What follows belongs to an exercise in optimizing a design on an open flow for small area; a production flow would make more cautious choices.
The RTL was checked by simulation tests, not by an equivalence proof against the original design.
Power and IR drop assume default switching activity.

[design.v]
module axis_lane_packer #(
  parameter int LANE_W      = 8,
  parameter int LANES       = 4,
  parameter int DEPTH_LANES = 32,
  parameter int SEG_W       = 12
) (
  input  logic                    clk,
  input  logic                    arst,
  input  logic [LANES*LANE_W-1:0] s_data,
  input  logic [LANES-1:0]        s_keep,
  input  logic                    s_valid,
  input  logic                    s_last,
  output logic                    s_ready,
  output logic [LANES*LANE_W-1:0] m_data,
  output logic [LANES-1:0]        m_keep,
  output logic                    m_valid,
  output logic                    m_last,
  output logic                    m_seg,
  input  logic                    m_ready,
  input  logic [SEG_W-1:0]        seg_len,
  output logic                    keep_err
);
  localparam int NB = 4;                  
  localparam int NR = DEPTH_LANES / NB;   
  localparam int RW = $clog2(NR);
  localparam int PW = $clog2(DEPTH_LANES);
  logic [LANE_W-1:0] r_buf [NB][NR];
  logic              r_end [NB][NR];       
  logic [PW:0]       r_wr, r_rd;           
  logic [SEG_W-1:0]  r_seg_len, r_seg_rem;
  logic              r_pkt_first;
  logic [LANE_W-1:0] r_m_data [NB];
  logic [NB-1:1]     r_m_keep;             
  logic              r_m_valid, r_m_last, r_m_seg, r_keep_err;
  logic [PW:0] w_fill;
  assign w_fill  = r_wr - r_rd;
  assign s_ready = w_fill <= (PW+1)'(DEPTH_LANES - LANES);
  logic [NB-1:0] w_run;                   
  logic [2:0]    w_wcnt;
  logic          w_acc, w_keep_bad;
  assign w_run      = {&s_keep, &s_keep[2:0], &s_keep[1:0], s_keep[0]};
  assign w_keep_bad = |(s_keep & ~w_run);
  assign w_wcnt     = 3'(w_run[0]) + 3'(w_run[1]) + 3'(w_run[2]) + 3'(w_run[3]);
  assign w_acc = s_valid & s_ready;
  logic [1:0]    w_wrot;
  logic [RW-1:0] w_wrow;
  logic [PW-1:0] w_prev;                  
  assign w_wrot = r_wr[1:0];
  assign w_wrow = r_wr[PW-1:2];
  assign w_prev = r_wr[PW-1:0] - PW'(1);
  logic [1:0] w_pbank;
  assign w_pbank = w_wrot + w_wcnt[1:0] - 2'd1;
  always_ff @(posedge clk) begin
    for (int b = 0; b < NB; b++) begin
      for (int r = 0; r < NR; r++) begin
        logic [1:0]    li;
        logic [RW-1:0] row;
        li  = 2'(b) - w_wrot;
        row = w_wrow + RW'(b < w_wrot);
        if (w_acc && w_run[li] && row == RW'(r)) begin
          r_buf[b][r] <= s_data[li*LANE_W +: LANE_W];
          r_end[b][r] <= s_last && (w_pbank == 2'(b));
        end
        if (w_acc && s_last && w_wcnt == 3'd0 && w_prev == PW'(r*NB + b))
          r_end[b][r] <= 1'b1;
      end
    end
  end
  logic [1:0]        w_rrot;
  logic [RW-1:0]     w_rrow;
  logic [LANE_W-1:0] w_bank_data [NB];
  logic              w_bank_end  [NB];
  logic [LANE_W-1:0] w_lane_data [NB];
  logic [NB-1:0]     w_lane_end;
  assign w_rrot = r_rd[1:0];
  assign w_rrow = r_rd[PW-1:2];
  always_comb begin
    for (int b = 0; b < NB; b++) begin
      logic [RW-1:0] row;
      row = w_rrow + RW'(b < w_rrot);
      w_bank_data[b] = r_buf[b][row];
      w_bank_end[b]  = r_end[b][row];
    end
    for (int k = 0; k < NB; k++) begin
      w_lane_data[k] = w_bank_data[2'(k) + w_rrot];
      w_lane_end[k]  = w_bank_end[2'(k) + w_rrot];
    end
  end
  logic [SEG_W-1:0] w_seg_len_eff, w_rem;
  logic             w_seg_on;
  assign w_seg_len_eff = r_pkt_first ? seg_len : r_seg_len;
  assign w_rem         = r_pkt_first ? seg_len : r_seg_rem;
  assign w_seg_on      = w_seg_len_eff != '0;
  logic [NB-1:0] w_nt, w_ft, w_kt;        
  logic [NB-1:0] w_endv;
  logic          w_found, w_can_load, w_load, w_seg_end;
  logic [2:0]    w_len;
  assign w_nt[0] = 1'b1;                  
  assign w_nt[1] = !w_seg_on || w_rem > SEG_W'(1);
  assign w_nt[2] = !w_seg_on || w_rem > SEG_W'(2);
  assign w_nt[3] = !w_seg_on || w_rem > SEG_W'(3);
  assign w_ft[0] = w_fill > (PW+1)'(0);
  assign w_ft[1] = w_fill > (PW+1)'(1);
  assign w_ft[2] = w_fill > (PW+1)'(2);
  assign w_ft[3] = w_fill > (PW+1)'(3);
  assign w_endv  = w_lane_end & w_ft & w_nt;
  assign w_found = |w_endv;
  assign w_kt[0] = 1'b1;
  assign w_kt[1] = w_nt[1] && !w_endv[0];
  assign w_kt[2] = w_nt[2] && !(|w_endv[1:0]);
  assign w_kt[3] = w_nt[3] && !(|w_endv[2:0]);
  assign w_len   = 3'(w_kt[0]) + 3'(w_kt[1]) + 3'(w_kt[2]) + 3'(w_kt[3]);
  assign w_can_load = w_found || ((w_nt & ~w_ft) == '0);
  assign w_load     = w_can_load && (!r_m_valid || m_ready);
  assign w_seg_end  = w_seg_on && (w_rem == SEG_W'(w_len));
  always_ff @(posedge clk) begin
    if (!r_m_valid || m_ready) begin
      for (int k = 0; k < NB; k++)
        r_m_data[k] <= w_kt[k] ? w_lane_data[k] : '0;
      r_m_keep <= w_kt[NB-1:1];
      r_m_last <= w_found || w_seg_end;
      r_m_seg  <= w_seg_end && !w_found;
    end
    if (w_load) begin
      if (r_pkt_first) r_seg_len <= seg_len;
      r_seg_rem <= w_seg_end ? w_seg_len_eff : w_rem - SEG_W'(w_len);
    end
  end
  always_ff @(posedge clk) begin
    if (arst) begin
      r_wr        <= '0;
      r_rd        <= '0;
      r_pkt_first <= 1'b1;
      r_m_valid   <= 1'b0;
      r_keep_err  <= 1'b0;
    end else begin
      if (w_acc) begin
        r_wr <= r_wr + (PW+1)'(w_wcnt);
        if (w_keep_bad) r_keep_err <= 1'b1;
      end
      if (!r_m_valid || m_ready) r_m_valid <= w_can_load;
      if (w_load) begin
        r_rd        <= r_rd + (PW+1)'(w_len);
        r_pkt_first <= w_found;
      end
    end
  end
  always_comb
    for (int k = 0; k < NB; k++) m_data[k*LANE_W +: LANE_W] = r_m_data[k];
  assign m_keep   = {r_m_keep, 1'b1};
  assign m_valid  = r_m_valid;
  assign m_last   = r_m_last;
  assign m_seg    = r_m_seg;
  assign keep_err = r_keep_err;
endmodule
[run.sh]
#!/bin/bash
# synth_recipe.tcl (not shown) runs the flow's synth.tcl, then flattens the netlist and writes it again
# the make line also repeats each setting of config.mk as NAME=value (left out here)
make -C /OpenROAD-flow-scripts/flow DESIGN_CONFIG=/design/flow/config.mk WORK_HOME=/design/flow/orfs CLKGATE_MAP_FILE= SYNTH_SCRIPT=/design/flow/synth_recipe.tcl finish
[config.mk]
export PLATFORM = sky130hd
export DESIGN_NAME = axis_lane_packer
export DESIGN_NICKNAME = axis_lane_packer
export VERILOG_FILES = /design/flow/design.v
export SDC_FILE = /design/flow/constraint.sdc
export NUM_CORES = 4
export LEC_CHECK = 0
export CAP_MARGIN = 20
export CORE_MARGIN = 2
export CORE_UTILIZATION = 35
export CTS_BUF_LIST = sky130_fd_sc_hd__clkbuf_2
export CTS_CLUSTER_SIZE = 20
export PLACE_DENSITY = 0.55
export SLEW_MARGIN = 20
[constraint.sdc]
create_clock -name core_clock -period 12.0 [get_ports {clk}]
set_input_delay 2.4000 -clock core_clock [delete_from_list [all_inputs] [get_ports {clk}]]
set_output_delay 2.4000 -clock core_clock [all_outputs]
set_load 0.01 [all_outputs]
==> reports/qor.yml, run 1 <==
run_status:
  status: "complete, no violations"
routing:
  drt-total-wl_um: 47430
  routed.top_layer: "met4"
  wl_met1_um: 22180
  via_per_inst: 5.298
  drtAntennaViolNets: 0
  drc: 0
  first_pass_iters: 7
  wl_met3_um: 3202
  dr_wl_met2_um: 20740
  drtIter0Drc: 739
  vias: 11690
  wl_per_cell_um: 21.49
setup_path:
  crit_top_cell: "ha_1"
  path_buf_inv: 3
  criticalPathCategory: "flop to flop"
  start_kind: "flop"
  end_kind: "flop"
  path_max_fanout: 26
  critPathSlowestCell: "clkinv_1"
  critical_path_arrival_ps: 8450
  cp_slowest_stage_delay_ps: 740
  path_cells: "clkinv_1 -> nor2_1 -> ha_1 -> ha_1 -> xor2_1 -> mux2i_1 -> o221ai_1 -> o221ai_1 -> a221oi_1 -> o21bai_1 -> ha_1 -> inv_1 -> ha_1 -> ha_1 -> inv_1 -> ha_1 -> a21o_1 -> a21oi_1 -> nor2b_1 -> and4b_1 -> nand2_1 -> xnor2_1 -> mux2i_1"
  cp.required_ps: 12780
  critPathTopFamily: "compound AO/OA/AOI/OAI gates"
synthesis:
  synth.lib_cells_used.distinct: 75
  yosys_warnings: 7
  netlist.area_leader.share_pct: 53.66
  ys_async_sr_fraction_pct: 0
  yosys.area.top_type: "edfxtp_1"
  synthesis.area_sq_um: 17740
  ys.flop_type: "edfxtp_1"
  syn_inst: 1311
  syn_area_per_cell_sq_um: 13.53
  synth-seq-cells: 364
  yosysSeqAreaShare_pct: 58.96
  synth_common_cells: "edfxtp_1 (317), mux2i_1 (119), nor2_1 (112)"
  synth-edff-count: 317
  synth_fp_nets: 1410
  synth.area.top_cells: "edfxtp_1 (54%), mux4_2 (7.4%), mux2i_1 (6.7%)"
  yosysMostFrequentCell: "edfxtp_1"
finish:
  final_design_area_no_fill_sq_um: 20410
  seq_area_sq_um: 10460
  fill_cells: 4844
  multi_input_area_sq_um: 7024
  final_core_util_pct: 40.76
  syn_to_final_growth_pct: 15.03
  fin_nets: 1563
  layout-drive-gt1-share_pct: 19.84
floorplan:
  num_rows: 82
  die_y_um: 229.1
  chipWidth_um: 229.1
  core_area_sq_um: 50070
  initial_core_util_pct: 35.43
  io_pins: 94
  dieArea_sq_um: 52510
global_route:
  grt_pass1_vias: 11430
  grt_overflow: 0
  grt_pass1_wl_um: 71190
  antenna_found_initial: 4
  gr-usage-all-layers_pct: 18.12
  grt_max_degree: 48
pwr:
  ir_drop_mv: 0.09440
  power_leakage_nw: 7.193
  comb_power_share_pct: 47.4
  powerDensity_nw_per_um2: 244.1
  swShare_pct: 40.44
  switching_power_mw: 2.015
  p_seq_share_pct: 36.2
  power.internal_mw: 2.968
  clock_power_share_pct: 16.4
place:
  postPlaceCellArea_sq_um: 19570
  portBuffers: 92
  dp_hpwl_um: 32930
  place.gp.congestion: 0.8391
cts:
  cts.sinks: 364
  post_cts_buffers: 0
  cts_made_buffers: 94
  cts_max_level: 3
  clk_latency_ps: 1060
  cts_buffer_depth: 3
  cts_resized: 0
  path_clk_slew_ps: 110
  cts_hold_buf: 0
  cts_tree: "done"
  clockRootBuffer: "clkbuf_2"
timing:
  slew_headroom_pct: 15.97
  fin_crit_sh_pct: 63.92
  hold_viol_final: 0
  drv_slew: 0
  rsz0062_at_grt: "no"
  fin_crit_ps: 7671
  tightest_slew_ps: 1260
  setup_viol: 0
  max_freq_ghz: 0.1304
  tns_ps: 0
  skew_ps: 111.4
flow_run:
  maxCapViolCount: 0
hold_path:
  hp-class: "flop to flop"
[routing by layer]
layer	track usage [%]	vias up
met3	5.142	79
met2	26.92	352
met4	6.412	0
li1	-	5466
met5	0	-
met1	25.32	5795
[sequential cells by signal (all words and copies together), names as in the netlist, 3 cells and up]
| register | flops |
|---|---|
| r_seg_len | 12 |
| r_end | 32 |
| r_rd | 6 |
| r_wr | 6 |
| r_buf | 256 |
| r_m_keep | 3 |
| r_seg_rem | 12 |
| r_m_data | 32 |
[worst reg2reg max path: cells and delay by family (launching register included)]
kind / cells / cell delay, ps
and+or+nand+nor: 4 / 1370
AOI/OAI and AO/OA: 6 / 2320
adders and majority gates: 6 / 1570
buffers and inverters: 3 / 860
DFF: 1 / 360
xor gates and xnor gates: 2 / 740
muxes: 2 / 260
[power by group through the flow]
stage / clock network (mW) / logic (mW) / registers, mW
final: 0.817 / 2.36 / 1.81
after global routing: 0.910 / 2.59 / 1.82
after CTS: 0.848 / 2.37 / 1.81
after detailed placement: 0 / 2.36 / 1.84
after global placement: 0 / 2.33 / 1.84
after floorplan: 0 / 1.51 / 1.85
[final timing paths]
check        depth (start not counted)  slack [ps]            end  startpoint
max                                 23        4330  r_seg_rem[11]     r_rd[1]
max reg2reg                         23        4330  r_seg_rem[11]     r_rd[1]
min reg2reg                          2         480      r_end[24]   r_end[24]
min                                  2         480      r_end[24]   r_end[24]
[layout make-up]
cell class | count | share of cell area [%]
Inverter | 37 | 0.6806
Antenna cell | 3 | 0.03679
Multi-Input combinational cell | 849 | 34.42
Tap cell | 672 | 4.120
Timing Repair Buffer | 118 | 5.469
Sequential cell | 364 | 51.27
Clock inverter | 23 | 0.5457
Clock buffer | 141 | 3.458
[cell usage in the layout, fill, tap and decap left out, types with 16 or more instances in the layout]
cell type | synthesis | routed
nand2_1 | 78 | 78
mux2i_1 | 119 | 119
nor2_1 | 112 | 105
nor3_1 | 20 | 18
ha_1 | 42 | 42
edfxtp_1 | 317 | 317
clkinv_1 | 3 | 18
nand3_1 | 35 | 35
o21ai_0 | 63 | 63
clkdlybuf4s50_1 | 0 | 92
xnor2_1 | 22 | 21
dfxtp_1 | 47 | 45
inv_1 | 32 | 32
mux4_2 | 58 | 58
mux2_2 | 37 | 37
a21oi_1 | 44 | 44
a221oi_1 | 16 | 16
a22oi_1 | 19 | 19
buf_4 | 1 | 26
clkbuf_2 | 0 | 141
[metrics by stage]
step                hold WS [ps]  instances  worst slack, ps  power, mW
floorplan                  433.3       1311             4874      3.355
global placement           451.5       2040             3668      4.169
global route               505.2       2206             3651      5.325
finish                     476.0       2207             4329      4.982
detailed placement         458.9       2040             3524      4.199
CTS                        478.3       2204             4314      5.026
[kinds of logic (layout without fill, tap and decap cells)]
| family | Yosys count | in the layout | synth area share, % |
|---|---|---|---|
| compound gates | 231 | 231 | 8.675 |
| buf+inv | 98 | 319 | 2.158 |
| flops | 364 | 364 | 58.96 |
| other cells | 1 | 4 | 0.02114 |
| xor+xnor | 39 | 39 | 2.010 |
| simple gates | 318 | 318 | 8.336 |
| mux | 214 | 214 | 16.43 |
| fa+ha+maj | 46 | 46 | 3.413 |
==> run 2, diff against run 1 <==
--- a/config.mk
+++ b/config.mk
@@ -9,6 +9,5 @@
 export CORE_MARGIN = 2
 export CORE_UTILIZATION = 35
-export CTS_BUF_LIST = sky130_fd_sc_hd__clkbuf_2
-export CTS_CLUSTER_SIZE = 20
+export CTS_BUF_LIST = sky130_fd_sc_hd__clkbuf_4
 export PLACE_DENSITY = 0.55
 export SLEW_MARGIN = 20
==> reports/qor.yml, run 2 <==
synthesis:
  synth_common_cells: "edfxtp_1 (317), mux2i_1 (119), nor2_1 (112)"  # unchanged
  syn_inst: 1311  # unchanged
  syn_area_per_cell_sq_um: 13.53  # unchanged
  synth-seq-cells: 364  # unchanged
  synthXorXnorAreaFrac_pct: 2.010  # unchanged
  ys_async_sr_fraction_pct: 0  # unchanged
  synthesis.area_sq_um: 17740  # unchanged
  yosys_warnings: 7  # unchanged
  muxShareOfSynthArea_pct: 16.43  # unchanged
  synth_fp_nets: 1410  # unchanged
  synth_top_family_by_area: "multiplexers"  # unchanged
  yosys.area.top_type: "edfxtp_1"  # unchanged
  ys.flop_type: "edfxtp_1"  # unchanged
  synth-compound-area-share_pct: 8.675  # unchanged
  synth.lib_cells_used.distinct: 75  # unchanged
  synth-simple-area-share_pct: 8.336  # unchanged
  yosysMostFrequentCell: "edfxtp_1"  # unchanged
  yosys.area_share.adder_pct: 3.413  # unchanged
  synth-edff-count: 317  # unchanged
  netlist.area_leader.share_pct: 53.66  # unchanged
  synth.area.top_cells: "edfxtp_1 (54%), mux4_2 (7.4%), mux2i_1 (6.7%)"  # unchanged
  yosysSeqAreaShare_pct: 58.96  # unchanged
routing:
  vias: 11790  # was 11690
  drtAntennaViolNets: 0  # unchanged
  drtIter0Drc: 713  # was 739
  drt-total-wl_um: 47630  # was 47430 um
  drc: 0  # unchanged
  via_per_inst: 5.335  # was 5.298
  wl_per_cell_um: 21.55  # was 21.49 um
  first_pass_iters: 5  # was 7
hold_path:
  hp-class: "flop to flop"  # unchanged
  min_from: "r_end[24]"  # unchanged
cts:
  cts_buffer_depth: 3  # unchanged
  post_cts_buffers: 0  # unchanged
  cts.sinks: 364  # unchanged
  clk_latency_ps: 820  # was 1060 ps
  cts_max_level: 3  # unchanged
  cts_made_buffers: 96  # was 94
  clockRootBuffer: "clkbuf_4"  # was clkbuf_2
  cts_hold_buf: 0  # unchanged
  cts_resized: 0  # unchanged
  cts_tree: "done"  # unchanged
  path_clk_slew_ps: 70  # was 110 ps
setup_path:
  path_max_fanout: 26  # unchanged
  cp.required_ps: 12530  # was 12780 ps
  crit_path_start: "r_rd[1]"  # unchanged
  end_kind: "flop"  # unchanged
  r2r-start: "r_rd[1]"  # unchanged
  start_kind: "flop"  # unchanged
  critical_path_arrival_ps: 8330  # was 8450 ps
  r2r_setup_slack_ps: 4200  # was 4330 ps
  criticalPathCategory: "flop to flop"  # unchanged
finish:
  biggestRegsByFlops: "r_buf x256, r_end x32, r_m_data x32"  # unchanged
  layout-drive-gt1-share_pct: 20.01  # was 19.84%
  mostFrequentLayoutCells: "edfxtp_1 (317), clkbuf_4 (142), mux2i_1 (119)"  # was edfxtp_1 (317), clkbuf_2 (141), mux2i_1 (119)
  final_common_cell: "edfxtp_1"  # unchanged
  syn_to_final_growth_pct: 17.37  # was 15.03%
  top_register: "r_buf"  # unchanged
  largest_reg_flops: 256  # unchanged
  fill_cells: 4792  # was 4844
  final_core_util_pct: 41.59  # was 40.76%
  fin_nets: 1565  # was 1563
  fin_cells: 2210  # was 2207
timing:
  drv_slew: 0  # unchanged
  skew_ps: 48.70  # was 111.4 ps
  fin_crit_sh_pct: 65.00  # was 63.92%
  max_freq_ghz: 0.1282  # was 0.1304 GHz
  tightest_slew_ps: 1184  # was 1260 ps
  slew_headroom_pct: 21.06  # was 15.97%
  rsz0062_at_grt: "no"  # unchanged
  fin_crit_ps: 7800  # was 7671 ps
  hold_viol_final: 0  # unchanged
  tns_ps: 0  # unchanged
  setup_viol: 0  # unchanged
pwr:
  ir_drop_mv: 0.09413  # was 0.09440 mV
  swShare_pct: 38.46  # was 40.44%
  power.internal_mw: 3.241  # was 2.968 mW
  p_seq_share_pct: 34.3  # was 36.2%
  power_leakage_nw: 7.287  # was 7.193 nW
  powerDensity_nw_per_um2: 252.9  # was 244.1 nW/um^2
  switching_power_mw: 2.025  # was 2.015 mW
  comb_power_share_pct: 45.0  # was 47.4%
  clock_power_share_pct: 20.7  # was 16.4%
run_status:
  status: "complete, no violations"  # unchanged
floorplan:
  initial_core_util_pct: 35.43  # unchanged
  num_rows: 82  # unchanged
  io_pins: 94  # unchanged
  die_y_um: 229.1  # unchanged
  chipWidth_um: 229.1  # unchanged
  core_area_sq_um: 50070  # unchanged
  dieArea_sq_um: 52510  # unchanged
global_route:
  use_met3_pct: 5.391  # was 5.142%
  grt_pass1_wl_um: 71550  # was 71190 um
  busiest_layer: "met2"  # unchanged
  grt_overflow: 0  # unchanged
  antenna_found_initial: 4  # unchanged
  grt_max_degree: 48  # unchanged
  gr-usage-all-layers_pct: 18.19  # was 18.12%
  use_met2_pct: 27.16  # was 26.92%
  met1_usage_pct: 25.15  # was 25.32%
  grt_pass1_vias: 11550  # was 11430
place:
  dp_hpwl_um: 32930  # unchanged
  portBuffers: 92  # unchanged
  dp.cells: 2040  # unchanged
  place.gp.congestion: 0.8391  # unchanged
flow_run:
  maxCapViolCount: 0  # unchanged
## run 2: cell counts after synthesis
No cell type changed its count.
## run 2: stage by stage
step / setup slack, ps / instance area [sq um] / power [mW] / hold WS [ps]
floorplan: 4874 / 17740 / 3.355 / 433.3
finish: 4200 / 20820 / 5.267 / 470.1
global route: 3618 / 20820 / 5.613 / 496.3
global placement: 3668 / 19570 / 4.169 / 451.5
detailed placement: 3524 / 19570 / 4.199 / 458.9
CTS: 4261 / 20800 / 5.312 / 472.5
## run 2: cells by family after synthesis
family	after synthesis
AOI/OAI and AO/OA	231
xor gates and xnor gates	39
adders and majority gates	46
buffers and inverters	98
DFF	364
muxes	214
other	1
and+or+nand+nor	318
## run 2: power by group through the flow
stage                     logic, mW  clock network [mW]  registers, mW
after detailed placement       2.36                   0           1.84
after global routing           2.60                1.19           1.82
final                          2.37                1.09           1.81
after global placement         2.33                   0           1.84
after floorplan                1.51                   0           1.85
after CTS                      2.38                1.12           1.81
## run 2: routing by layer
layer | share of wire, % | up-vias
met2 | 44 | 400
met3 | 7.4 | 61
met4 | 2.6 | 0
met5 | 0 | -
met1 | 46 | 5851
li1 | - | 5479
## run 2: final cells by class
class                      count  area [sq um]  area share (%)
inverter                      37         138.9          0.6670
timing repair buffer         118          1116           5.360
multi-input combinational    849          7024           33.73
clock buffer                 142          1066           5.120
sequential                   364         10460           50.25
tap                          672         840.8           4.038
antenna                        4         10.01         0.04807
clock inverter                24         163.9          0.7872
## run 2: final timing paths
| check | endpoint | cells past startpoint |
|---|---|---|
| setup / recovery | r_seg_rem[11] | 23 |
| hold / removal | r_end[24] | 2 |
| setup reg to reg | r_seg_rem[11] | 23 |
| hold reg to reg | r_end[24] | 2 |
## run 2: critical path: stages, from the launching register on
cell and delay (ps):
dfxtp_1 350, clkinv_1 750, nor2_1 660, ha_1 270, ha_1 200, xor2_1 570
mux2i_1 160, o221ai_1 510, o221ai_1 200, a221oi_1 690, o21bai_1 520, ha_1 260
inv_1 50, ha_1 170, ha_1 390, inv_1 70, ha_1 290, a21o_1 180
a21oi_1 230, nor2b_1 380, and4b_1 290, nand2_1 70, xnor2_1 180, mux2i_1 90
==> run 3, diff against run 2 <==
--- a/config.mk
+++ b/config.mk
@@ -10,4 +10,6 @@
 export CORE_UTILIZATION = 35
 export CTS_BUF_LIST = sky130_fd_sc_hd__clkbuf_4
+export CTS_CLUSTER_DIAMETER = 40
+export CTS_CLUSTER_SIZE = 10
 export PLACE_DENSITY = 0.55
 export SLEW_MARGIN = 20
==> reports/qor.yml, run 3 <==
run_status:
  status: "complete, no violations"  # unchanged
synthesis:
  synth-simple-area-share_pct: 8.336  # unchanged
  synth_fp_nets: 1410  # unchanged
  synthXorXnorAreaFrac_pct: 2.010  # unchanged
  muxShareOfSynthArea_pct: 16.43  # unchanged
  synth-seq-cells: 364  # unchanged
  yosys.area.top_type: "edfxtp_1"  # unchanged
  yosysMostFrequentCell: "edfxtp_1"  # unchanged
  netlist.area_leader.share_pct: 53.66  # unchanged
  synth_common_cells: "edfxtp_1 (317), mux2i_1 (119), nor2_1 (112)"  # unchanged
  syn_inst: 1311  # unchanged
  yosys_warnings: 7  # unchanged
  synth.area.top_cells: "edfxtp_1 (54%), mux4_2 (7.4%), mux2i_1 (6.7%)"  # unchanged
  ys_async_sr_fraction_pct: 0  # unchanged
  synth_top_family_by_area: "multiplexers"  # unchanged
  yosysSeqAreaShare_pct: 58.96  # unchanged
  syn_area_per_cell_sq_um: 13.53  # unchanged
  synth-edff-count: 317  # unchanged
  yosys.area_share.adder_pct: 3.413  # unchanged
  ys.flop_type: "edfxtp_1"  # unchanged
  synth.lib_cells_used.distinct: 75  # unchanged
  synthesis.area_sq_um: 17740  # unchanged
  synth-compound-area-share_pct: 8.675  # unchanged
timing:
  max_freq_ghz: 0.1292  # was 0.1282 GHz
  skew_ps: 83.88  # was 48.70 ps
  slew_headroom_pct: 22.24  # was 21.06%
  tns_ps: 0  # unchanged
  drv_slew: 0  # unchanged
  setup_viol: 0  # unchanged
  rsz0062_at_grt: "no"  # unchanged
  fin_crit_ps: 7739  # was 7800 ps
  fin_crit_sh_pct: 64.49  # was 65.00%
  tightest_slew_ps: 1166  # was 1184 ps
  hold_viol_final: 0  # unchanged
pwr:
  power.internal_mw: 3.084  # was 3.241 mW
  comb_power_share_pct: 46.5  # was 45.0%
  ir_drop_mv: 0.09347  # was 0.09413 mV
  power_leakage_nw: 7.035  # was 7.287 nW
  p_seq_share_pct: 35.5  # was 34.3%
  switching_power_mw: 1.997  # was 2.025 mW
  swShare_pct: 39.30  # was 38.46%
  powerDensity_nw_per_um2: 248.2  # was 252.9 nW/um^2
  clock_power_share_pct: 18.0  # was 20.7%
cts:
  cts_max_level: 2  # was 3
  cts_buffer_depth: 3  # unchanged
  cts_hold_buf: 0  # unchanged
  path_clk_slew_ps: 90  # was 70 ps
  clockRootBuffer: "clkbuf_4"  # unchanged
  cts_tree: "done"  # unchanged
  cts_made_buffers: 55  # was 96
  cts_resized: 0  # unchanged
  cts.sinks: 364  # unchanged
  clk_latency_ps: 870  # was 820 ps
  post_cts_buffers: 0  # unchanged
setup_path:
  crit_top_cell: "ha_1"  # unchanged
  rr_endpoint: "r_seg_rem[11]"  # unchanged
  cp.required_ps: 12560  # was 12530 ps
  r2r-start: "r_rd[1]"  # unchanged
  cp_slowest_stage_delay_ps: 760  # was 750 ps
  crit_cells: 23  # unchanged
  critPathTopFamily: "compound AO/OA/AOI/OAI gates"  # unchanged
  start_kind: "flop"  # unchanged
  path_buf_inv: 3  # unchanged
  criticalPathCategory: "flop to flop"  # unchanged
  critPathSlowestCell: "clkinv_1"  # unchanged
  critical_path_arrival_ps: 8300  # was 8330 ps
  r2r_setup_slack_ps: 4260  # was 4200 ps
  crit_path_start: "r_rd[1]"  # unchanged
  crit_end: "r_seg_rem[11]"  # unchanged
  path_max_fanout: 26  # unchanged
  path_cells: "clkinv_1 -> nor2_1 -> ha_1 -> ha_1 -> xor2_1 -> mux2i_1 -> o221ai_1 -> o221ai_1 -> a221oi_1 -> o21bai_1 -> ha_1 -> inv_1 -> ha_1 -> ha_1 -> inv_1 -> ha_1 -> a21o_1 -> a21oi_1 -> nor2b_1 -> and4b_1 -> nand2_1 -> xnor2_1 -> mux2i_1"  # unchanged
  end_kind: "flop"  # unchanged
  r2r_cells: 23  # unchanged
global_route:
  antenna_found_initial: 3  # was 4
  gr-usage-all-layers_pct: 17.93  # was 18.19%
  grt_max_degree: 48  # unchanged
  grt_pass1_wl_um: 70700  # was 71550 um
  grt_pass1_vias: 11140  # was 11550
  grt_overflow: 0  # unchanged
hold_path:
  hp-class: "flop to flop"  # unchanged
finish:
  top_register: "r_buf"  # unchanged
  biggestRegsByFlops: "r_buf x256, r_end x32, r_m_data x32"  # unchanged
  syn_to_final_growth_pct: 15.38  # was 17.37%
  seq_area_sq_um: 10460  # unchanged
  final_common_cell: "edfxtp_1"  # unchanged
  mostFrequentLayoutCells: "edfxtp_1 (317), mux2i_1 (119), nor2_1 (105)"  # was edfxtp_1 (317), clkbuf_4 (142), mux2i_1 (119)
  fill_cells: 4786  # was 4792
  fin_nets: 1524  # was 1565
  largest_reg_flops: 256  # unchanged
  layout-drive-gt1-share_pct: 16.98  # was 20.01%
  multi_input_area_sq_um: 7024  # unchanged
  final_design_area_no_fill_sq_um: 20470  # was 20820 sq um
floorplan:
  io_pins: 94  # unchanged
  num_rows: 82  # unchanged
  chipWidth_um: 229.1  # unchanged
  core_area_sq_um: 50070  # unchanged
  initial_core_util_pct: 35.43  # unchanged
  die_y_um: 229.1  # unchanged
  dieArea_sq_um: 52510  # unchanged
routing:
  drtAntennaViolNets: 0  # unchanged
  vias: 11490  # was 11790
  wl_per_cell_um: 22.03  # was 21.55 um
  first_pass_iters: 5  # unchanged
  drc: 0  # unchanged
  drt-total-wl_um: 47170  # was 47630 um
  drtIter0Drc: 852  # was 713
  via_per_inst: 5.365  # was 5.335
flow_run:
  maxCapViolCount: 0  # unchanged
place:
  postPlaceCellArea_sq_um: 19570  # unchanged
  portBuffers: 92  # unchanged
  dp_hpwl_um: 32930  # unchanged
  place.gp.congestion: 0.8391  # unchanged
[run 3: final cells by class]
type,count,area share [%]
repair buffers,118,5.452
well taps,672,4.108
inverters,37,0.6785
clock buffers,66,2.421
flip-flops and latches,364,51.11
multi-input cells,849,34.32
clock inverters,32,1.877
diodes,3,0.03667
[run 3: power by group through the flow]
stage               registers (mW)  clock network [mW]  logic (mW)
detailed placement            1.84                   0        2.36
global route                  1.82               0.989        2.59
global placement              1.84                   0        2.33
floorplan                     1.85                   0        1.51
finish                        1.81               0.913        2.36
CTS                           1.81               0.937        2.37
[run 3: cell families after synthesis]
logic type / count (synthesis)
flops: 364
compound gates: 231
buf+inv: 98
mux: 214
xor+xnor: 39
other cells: 1
fa+ha+maj: 46
simple gates: 318
[run 3: through the flow]
| stage | hold slack [ps] | util, % | worst slack (ps) | total power [mW] | instances |
|---|---|---|---|---|---|
| after CTS | 482.7 | 40.85 | 4255 | 5.117 | 2138 |
| after global routing | 505.1 | 40.87 | 3610 | 5.402 | 2139 |
| after global placement | 451.5 | 39.08 | 3668 | 4.169 | 2040 |
| after detailed placement | 458.9 | 39.09 | 3524 | 4.199 | 2040 |
| final | 483.2 | 40.88 | 4261 | 5.081 | 2141 |
| after floorplan | 433.3 | - | 4874 | 3.355 | 1311 |
[run 3: worst register-to-register path, delay by kind of cell, from the launching register on]
family	cells	cell delay (ps)
AO/OA/AOI/OAI	6	2280
XOR/XNOR	2	750
flip-flops	1	350
multiplexers	2	250
adder cells (fa/ha/maj)	6	1580
AND/OR/NAND/NOR	4	1410
buffers and inverters	3	880
[run 3: layer usage]
metal | vias up | global-route usage [%] | routed length [um] | part of all wire (%)
li1 | 5359 | - | - | -
met1 | 5726 | 25.67 | 22220 | 47
met2 | 332 | 27.00 | 20770 | 44
met3 | 69 | 3.797 | 2891 | 6.1
met4 | 0 | 6.149 | 1291 | 2.7
met5 | - | 0 | 0 | 0
[run 3: how the worst min path moves through the flow]
stage               cells after the start        end  slack [ps]      start
CTS                                     2  r_end[24]         480  r_end[24]
floorplan                               2  r_end[24]         430  r_end[24]
finish                                  2  r_end[20]         480  r_end[20]
detailed placement                      2  r_end[24]         460  r_end[24]
global route                            2  r_end[19]         510  r_end[19]
global placement                        2  r_end[20]         450  r_end[20]
==> run 4, diff against run 3 <==
--- a/config.mk
+++ b/config.mk
@@ -9,7 +9,4 @@
 export CORE_MARGIN = 2
 export CORE_UTILIZATION = 35
-export CTS_BUF_LIST = sky130_fd_sc_hd__clkbuf_4
-export CTS_CLUSTER_DIAMETER = 40
-export CTS_CLUSTER_SIZE = 10
 export PLACE_DENSITY = 0.55
 export SLEW_MARGIN = 20
==> reports/qor.yml, run 4 <==
timing:
  tightest_slew_ps: 1167  # was 1166 ps
  fin_crit_sh_pct: 65.73  # was 64.49%
  slew_headroom_pct: 21.90  # was 22.24%
  skew_ps: 22.23  # was 83.88 ps
  worst_slack_ps: 4113  # was 4261 ps
  fin_crit_ps: 7887  # was 7739 ps
  setup_viol: 0  # unchanged
  tns_ps: 0  # unchanged
  drv_slew: 0  # unchanged
  hold_viol_final: 0  # unchanged
  max_freq_ghz: 0.1268  # was 0.1292 GHz
  rsz0062_at_grt: "no"  # unchanged
  holdWs_ps: 476.6  # was 483.2 ps
finish:
  num_antenna_cells: 0  # was 3
  top_register: "r_buf"  # unchanged
  biggestRegsByFlops: "r_buf x256, r_end x32, r_m_data x32"  # unchanged
  multi_input_area_sq_um: 7024  # unchanged
  fin_nets: 1510  # was 1524
  layout-drive-gt1-share_pct: 14.77  # was 16.98%
  seq_area_sq_um: 10460  # unchanged
  mostFrequentLayoutCells: "edfxtp_1 (317), mux2i_1 (119), nor2_1 (105)"  # unchanged
  syn_to_final_growth_pct: 17.48  # was 15.38%
  fin_cells: 2114  # was 2141
  fill_cells: 4719  # was 4786
  largest_reg_flops: 256  # unchanged
  final_common_cell: "edfxtp_1"  # unchanged
cts:
  cts_hold_buf: 0  # unchanged
  post_cts_buffers: 0  # unchanged
  cts_made_buffers: 41  # was 55
  cts_resized: 0  # unchanged
  clk_latency_ps: 580  # was 870 ps
  cts_buffer_depth: 3  # unchanged
  cts_max_level: 2  # unchanged
  cts_tree: "done"  # unchanged
  cts.sinks: 364  # unchanged
  path_clk_slew_ps: 60  # was 90 ps
  clockRootBuffer: "clkbuf_16"  # was clkbuf_4
run_status:
  status: "complete, no violations"  # unchanged
synthesis:
  yosys.area.top_type: "edfxtp_1"  # unchanged
  yosysMostFrequentCell: "edfxtp_1"  # unchanged
  syn_inst: 1311  # unchanged
  yosys_warnings: 7  # unchanged
  synth_fp_nets: 1410  # unchanged
  synth_common_cells: "edfxtp_1 (317), mux2i_1 (119), nor2_1 (112)"  # unchanged
  netlist.area_leader.share_pct: 53.66  # unchanged
  synth-seq-cells: 364  # unchanged
  yosysSeqAreaShare_pct: 58.96  # unchanged
  ys_async_sr_fraction_pct: 0  # unchanged
  syn_area_per_cell_sq_um: 13.53  # unchanged
  ys.flop_type: "edfxtp_1"  # unchanged
  synth-edff-count: 317  # unchanged
  synth.lib_cells_used.distinct: 75  # unchanged
  synthesis.area_sq_um: 17740  # unchanged
  synth.area.top_cells: "edfxtp_1 (54%), mux4_2 (7.4%), mux2i_1 (6.7%)"  # unchanged
place:
  dp_hpwl_um: 32930  # unchanged
  portBuffers: 92  # unchanged
  place_ws_ps: 3524  # unchanged
  dp.cells: 2040  # unchanged
  place.gp.congestion: 0.8391  # unchanged
setup_path:
  critical_path_arrival_ps: 8190  # was 8300 ps
  cp_slowest_stage_delay_ps: 520  # was 760 ps
  cp.required_ps: 12300  # was 12560 ps
  path_cells: "clkdlybuf4s50_1 -> nor4b_2 -> o21ai_1 -> or3_1 -> or3_1 -> a2bb2oi_1 -> a311oi_4 -> nand2_1 -> ha_1 -> inv_1 -> ha_1 -> ha_1 -> inv_1 -> ha_1 -> a21o_1 -> a21oi_1 -> nor2b_1 -> and4b_1 -> nand2_1 -> xnor2_1 -> mux2i_1"  # was clkinv_1 -> nor2_1 -> ha_1 -> ha_1 -> xor2_1 -> mux2i_1 -> o221ai_1 -> o221ai_1 -> a221oi_1 -> o21bai_1 -> ha_1 -> inv_1 -> ha_1 -> ha_1 -> inv_1 -> ha_1 -> a21o_1 -> a21oi_1 -> nor2b_1 -> and4b_1 -> nand2_1 -> xnor2_1 -> mux2i_1
  critPathSlowestCell: "clkdlybuf4s50_1"  # was clkinv_1
  end_kind: "flop"  # unchanged
  crit_top_cell: "ha_1"  # unchanged
  start_kind: "input port"  # was flop
  path_max_fanout: 10  # was 26
  criticalPathCategory: "input port to flop"  # was flop to flop
global_route:
  grt_max_degree: 48  # unchanged
  grt_pass1_vias: 11010  # was 11140
  grt_overflow: 0  # unchanged
  antenna_found_initial: 2  # was 3
  gr-usage-all-layers_pct: 17.92  # was 17.93%
  grt_pass1_wl_um: 70610  # was 70700 um
routing:
  dr_wl_met2_um: 20700  # was 20770 um
  wl_met1_um: 22030  # was 22220 um
  wl_per_cell_um: 22.26  # was 22.03 um
  first_pass_iters: 5  # unchanged
  routed.top_layer: "met4"  # unchanged
  drc: 0  # unchanged
  wl_met3_um: 2956  # was 2891 um
  drt-total-wl_um: 47060  # was 47170 um
  via_per_inst: 5.370  # was 5.365
  drtIter0Drc: 878  # was 852
  vias: 11350  # was 11490
  drtAntennaViolNets: 0  # unchanged
floorplan:
  dieArea_sq_um: 52510  # unchanged
  die_y_um: 229.1  # unchanged
  initial_core_util_pct: 35.43  # unchanged
  chipWidth_um: 229.1  # unchanged
  num_rows: 82  # unchanged
  core_area_sq_um: 50070  # unchanged
  io_pins: 94  # unchanged
flow_run:
  maxCapViolCount: 0  # unchanged
pwr:
  ir_drop_mv: 0.1059  # was 0.09347 mV
  finalPower_mw: 5.354  # was 5.081 mW
  powerDensity_nw_per_um2: 256.9  # was 248.2 nW/um^2
  power_leakage_nw: 7.175  # was 7.035 nW
hold_path:
  hp-class: "flop to flop"  # unchanged
[run 4: critical path: cells and delay by family]
| family | cells | cell delay, ps |
|---|---|---|
| muxes | 1 | 90 |
| and+or+nand+nor | 7 | 2340 |
| buffers and inverters | 3 | 640 |
| AOI/OAI and AO/OA | 5 | 1280 |
| adders and majority gates | 4 | 1230 |
| xor gates and xnor gates | 1 | 180 |
[run 4: final timing paths]
| check | startpoint | end | slack (ps) | depth (start not counted) |
|---|---|---|---|---|
| worst max register to register | r_rd[1] | r_seg_rem[11] | 4210 | 23 |
| worst max-delay path | seg_len[7] | r_seg_rem[11] | 4110 | 21 |
| worst min register to register | r_end[27] | r_end[27] | 480 | 2 |
| worst min-delay path | r_end[27] | r_end[27] | 480 | 2 |
[run 4: cells by family after synthesis]
logic type / after synthesis / share of synthesized area, %
buffers and inverters: 98 / 2.158
muxes: 214 / 16.43
xor gates and xnor gates: 39 / 2.010
AOI/OAI and AO/OA: 231 / 8.675
other: 1 / 0.02114
adders and majority gates: 46 / 3.413
DFF: 364 / 58.96
and+or+nand+nor: 318 / 8.336
[run 4: stage by stage]
step / cell area (sq um) / utilization, %
floorplan: 17740 / -
global placement: 19570 / 39.08
detailed placement: 19570 / 39.09
CTS: 20830 / 41.61
global route: 20840 / 41.63
finish: 20840 / 41.63
[run 4: final cells by class]
cell class	instances	share of cell area (%)
well taps	672	4.034
inverters	37	0.6664
multi-input cells	849	33.70
clock inverters	17	0.6844
repair buffers	118	5.355
flip-flops and latches	364	50.20
clock buffers	57	5.355
[run 4: report_power, final]
group          leakage (nW)  switching (mW)  internal, mW  total, mW
registers              3.32          0.0780          1.73       1.81
logic                  3.24            1.44         0.925       2.36
clock network         0.616           0.505         0.677       1.18
[run 4: routing by layer]
layer	global-route usage, %	vias to the layer above
met5	0	-
met3	3.685	63
li1	-	5312
met4	6.311	0
met2	26.93	306
met1	25.71	5671
==> run 5, diff against run 4 <==
--- a/config.mk
+++ b/config.mk
@@ -9,4 +9,7 @@
 export CORE_MARGIN = 2
 export CORE_UTILIZATION = 35
+export CTS_BUF_LIST = sky130_fd_sc_hd__clkbuf_8
+export CTS_CLUSTER_DIAMETER = 50
+export CTS_CLUSTER_SIZE = 12
 export PLACE_DENSITY = 0.55
 export SLEW_MARGIN = 20
==> reports/qor.yml, run 5 <==
synthesis:
  synth-edff-count: 317  # unchanged
  synthXorXnorAreaFrac_pct: 2.010  # unchanged
  syn_inst: 1311  # unchanged
  yosysSeqAreaShare_pct: 58.96  # unchanged
  synth_top_family_by_area: "multiplexers"  # unchanged
  netlist.area_leader.share_pct: 53.66  # unchanged
  ys.flop_type: "edfxtp_1"  # unchanged
  yosysMostFrequentCell: "edfxtp_1"  # unchanged
  yosys_warnings: 7  # unchanged
  muxShareOfSynthArea_pct: 16.43  # unchanged
  synthesis.area_sq_um: 17740  # unchanged
  synth_common_cells: "edfxtp_1 (317), mux2i_1 (119), nor2_1 (112)"  # unchanged
  syn_area_per_cell_sq_um: 13.53  # unchanged
  synth-compound-area-share_pct: 8.675  # unchanged
  yosys.area_share.adder_pct: 3.413  # unchanged
  synth-simple-area-share_pct: 8.336  # unchanged
  synth-seq-cells: 364  # unchanged
  ys_async_sr_fraction_pct: 0  # unchanged
  synth.lib_cells_used.distinct: 75  # unchanged
  synth.area.top_cells: "edfxtp_1 (54%), mux4_2 (7.4%), mux2i_1 (6.7%)"  # unchanged
  synth_fp_nets: 1410  # unchanged
  yosys.area.top_type: "edfxtp_1"  # unchanged
setup_path:
  crit_path_start: "seg_len[7]"  # unchanged
  critical_path_arrival_ps: 8220  # was 8190 ps
  criticalPathCategory: "input port to flop"  # unchanged
  r2r_setup_slack_ps: 4210  # about the same
  end_kind: "flop"  # unchanged
  path_max_fanout: 10  # unchanged
  r2r-start: "r_rd[1]"  # unchanged
  start_kind: "input port"  # unchanged
  cp.required_ps: 12360  # was 12300 ps
routing:
  vias: 11400  # was 11350
  drtIter0Drc: 843  # was 878
  drc: 0  # unchanged
  drtAntennaViolNets: 0  # unchanged
  wl_per_cell_um: 22.23  # was 22.26 um
  via_per_inst: 5.374  # was 5.370
  first_pass_iters: 5  # unchanged
  drt-total-wl_um: 47180  # was 47060 um
pwr:
  powerDensity_nw_per_um2: 247.8  # was 256.9 nW/um^2
  power_leakage_nw: 7.066  # was 7.175 nW
  finalPower_mw: 5.073  # was 5.354 mW
  ir_drop_mv: 0.09437  # was 0.1059 mV
timing:
  hold_viol_final: 0  # unchanged
  rsz0062_at_grt: "no"  # unchanged
  setup_viol: 0  # unchanged
  tightest_slew_ps: 1131  # was 1167 ps
  holdWs_ps: 474.8  # was 476.6 ps
  slew_headroom_pct: 24.61  # was 21.90%
  fin_crit_sh_pct: 65.52  # was 65.73%
  fin_crit_ps: 7862  # was 7887 ps
  skew_ps: 39.47  # was 22.23 ps
  tns_ps: 0  # unchanged
  worst_slack_ps: 4138  # was 4113 ps
  drv_slew: 0  # unchanged
  max_freq_ghz: 0.1272  # was 0.1268 GHz
floorplan:
  core_area_sq_um: 50070  # unchanged
  initial_core_util_pct: 35.43  # unchanged
  chipWidth_um: 229.1  # unchanged
  dieArea_sq_um: 52510  # unchanged
  num_rows: 82  # unchanged
  io_pins: 94  # unchanged
  die_y_um: 229.1  # unchanged
place:
  place.gp.congestion: 0.8391  # unchanged
  portBuffers: 92  # unchanged
  dp_hpwl_um: 32930  # unchanged
  place_ws_ps: 3524  # unchanged
finish:
  syn_to_final_growth_pct: 15.39  # was 17.48%
  largest_reg_flops: 256  # unchanged
  biggestRegsByFlops: "r_buf x256, r_end x32, r_m_data x32"  # unchanged
  fill_cells: 4771  # was 4719
  num_antenna_cells: 0  # unchanged
  layout-drive-gt1-share_pct: 15.17  # was 14.77%
  top_register: "r_buf"  # unchanged
  final_common_cell: "edfxtp_1"  # unchanged
  mostFrequentLayoutCells: "edfxtp_1 (317), mux2i_1 (119), nor2_1 (105)"  # unchanged
  fin_nets: 1513  # was 1510
  final_core_util_pct: 40.89  # was 41.63%
cts:
  clk_latency_ps: 650  # was 580 ps
  post_cts_buffers: 0  # unchanged
  cts.sinks: 364  # unchanged
  path_clk_slew_ps: 80  # was 60 ps
  cts_max_level: 2  # unchanged
  clockRootBuffer: "clkbuf_8"  # was clkbuf_16
  cts_buffer_depth: 3  # unchanged
  cts_tree: "done"  # unchanged
  cts_resized: 0  # unchanged
  cts_made_buffers: 44  # was 41
  cts_hold_buf: 0  # unchanged
hold_path:
  min_from: "r_end[27]"  # unchanged
  hp-class: "flop to flop"  # unchanged
global_route:
  gr-usage-all-layers_pct: 17.86  # was 17.92%
  grt_max_degree: 48  # unchanged
  grt_pass1_wl_um: 70360  # was 70610 um
  grt_overflow: 0  # unchanged
  antenna_found_initial: 2  # unchanged
  grt_pass1_vias: 11000  # was 11010
flow_run:
  maxCapViolCount: 0  # unchanged
run_status:
  status: "complete, no violations"  # unchanged
run 5: final timing paths:
kind	to	depth (start not counted)
setup / recovery	r_seg_rem[11]	21
hold / removal	r_end[27]	2
setup reg to reg	r_seg_rem[11]	23
hold reg to reg	r_end[27]	2
run 5: worst max-delay path: stages:
cell and delay [ps]:
clkdlybuf4s50_1 520, nor4b_2 360, o21ai_1 160, or3_1 460
or3_1 450, a2bb2oi_1 220, a311oi_4 490, nand2_1 360
ha_1 400, inv_1 50, ha_1 170, ha_1 390
inv_1 70, ha_1 280, a21o_1 180, a21oi_1 250
nor2b_1 400, and4b_1 290, nand2_1 70, xnor2_1 180
mux2i_1 90
run 5: kinds of logic (layout without fill, tap and decap cells):
group	after synthesis	count (layout)
muxes	214	214
adders and majority gates	46	46
AOI/OAI and AO/OA	231	231
and+or+nand+nor	318	318
other	1	1
DFF	364	364
xor gates and xnor gates	39	39
buffers and inverters	98	237
run 5: area by class of cell:
| cell class | instances | area, sq um | share of cell area, % |
|---|---|---|---|
| Sequential cell | 364 | 10460 | 51.11 |
| Multi-Input combinational cell | 849 | 7024 | 34.31 |
| Clock inverter | 37 | 269.0 | 1.314 |
| Clock buffer | 45 | 619.3 | 3.025 |
| Inverter | 37 | 138.9 | 0.6784 |
| Tap cell | 672 | 840.8 | 4.107 |
| Timing Repair Buffer | 118 | 1116 | 5.452 |
run 5: power by group:
group | switching (mW) | leakage, nW | internal (mW)
Combinational | 1.44 | 3.24 | 0.926
Sequential | 0.0784 | 3.32 | 1.73
Clock | 0.489 | 0.507 | 0.411
run 5: metal layers:
metal  up-vias  part of all wire [%]  track usage [%]
met5         -                     0                0
met4         0                   2.9            6.047
met3        67                   6.6            3.573
met2       335                    44            26.95
met1      5695                    46            25.70
li1       5306                     -                -
run 5: per-stage QoR:
stage                     cells  cell area, sq um
after global placement     2040             19570
after CTS                  2122             20460
after global routing       2122             20470
final                      2122             20470
after detailed placement   2040             19570
after floorplan            1311             17740

static timing again, ports no longer ideal:
In the flow no input, the clock included, has a driving cell. The finished layouts below were timed again as built, in two steps.
Step 1 assumes that a clkbuf_16 drives the clock port and a buf_2 every other input.
Step 2 also shifts input and output timing later by t, the mid clock arrival at the registers, as if the neighbouring blocks saw the same clock.
Three values: no drivers, after step 1, after step 2; two values: the first two.
| run | t, ns | slack for setup (ns) | worst hold slack (ns) | worst setup path after step 2 | latest minus earliest clock arrival (ns) |
|---|---|---|---|---|---|
| run 1 | 1.059 | 4.329 / 4.329 / 3.551 | 0.476 / 0.476 / 0.476 | input to register | 0.111 / 0.111 |
| run 2 | 0.843 | 4.200 / 4.200 / 3.500 | 0.470 / 0.470 / 0.470 | input to register | 0.049 / 0.049 |
| run 3 | 0.875 | 4.261 / 4.261 / 3.504 | 0.483 / 0.483 / 0.483 | input to register | 0.084 / 0.084 |
| run 4 | 0.623 | 4.113 / 4.142 / 3.519 | 0.477 / 0.477 / 0.477 | input to register | 0.024 / 0.023 |
| run 5 | 0.685 | 4.138 / 4.160 / 3.475 | 0.475 / 0.475 / 0.475 | input to register | 0.042 / 0.042 |
After both steps setup and hold are still met in every run listed. For run 1, which loses most, drivers alone change the setup slack by 0.000 ns; drivers and shift together by -0.778 ns.
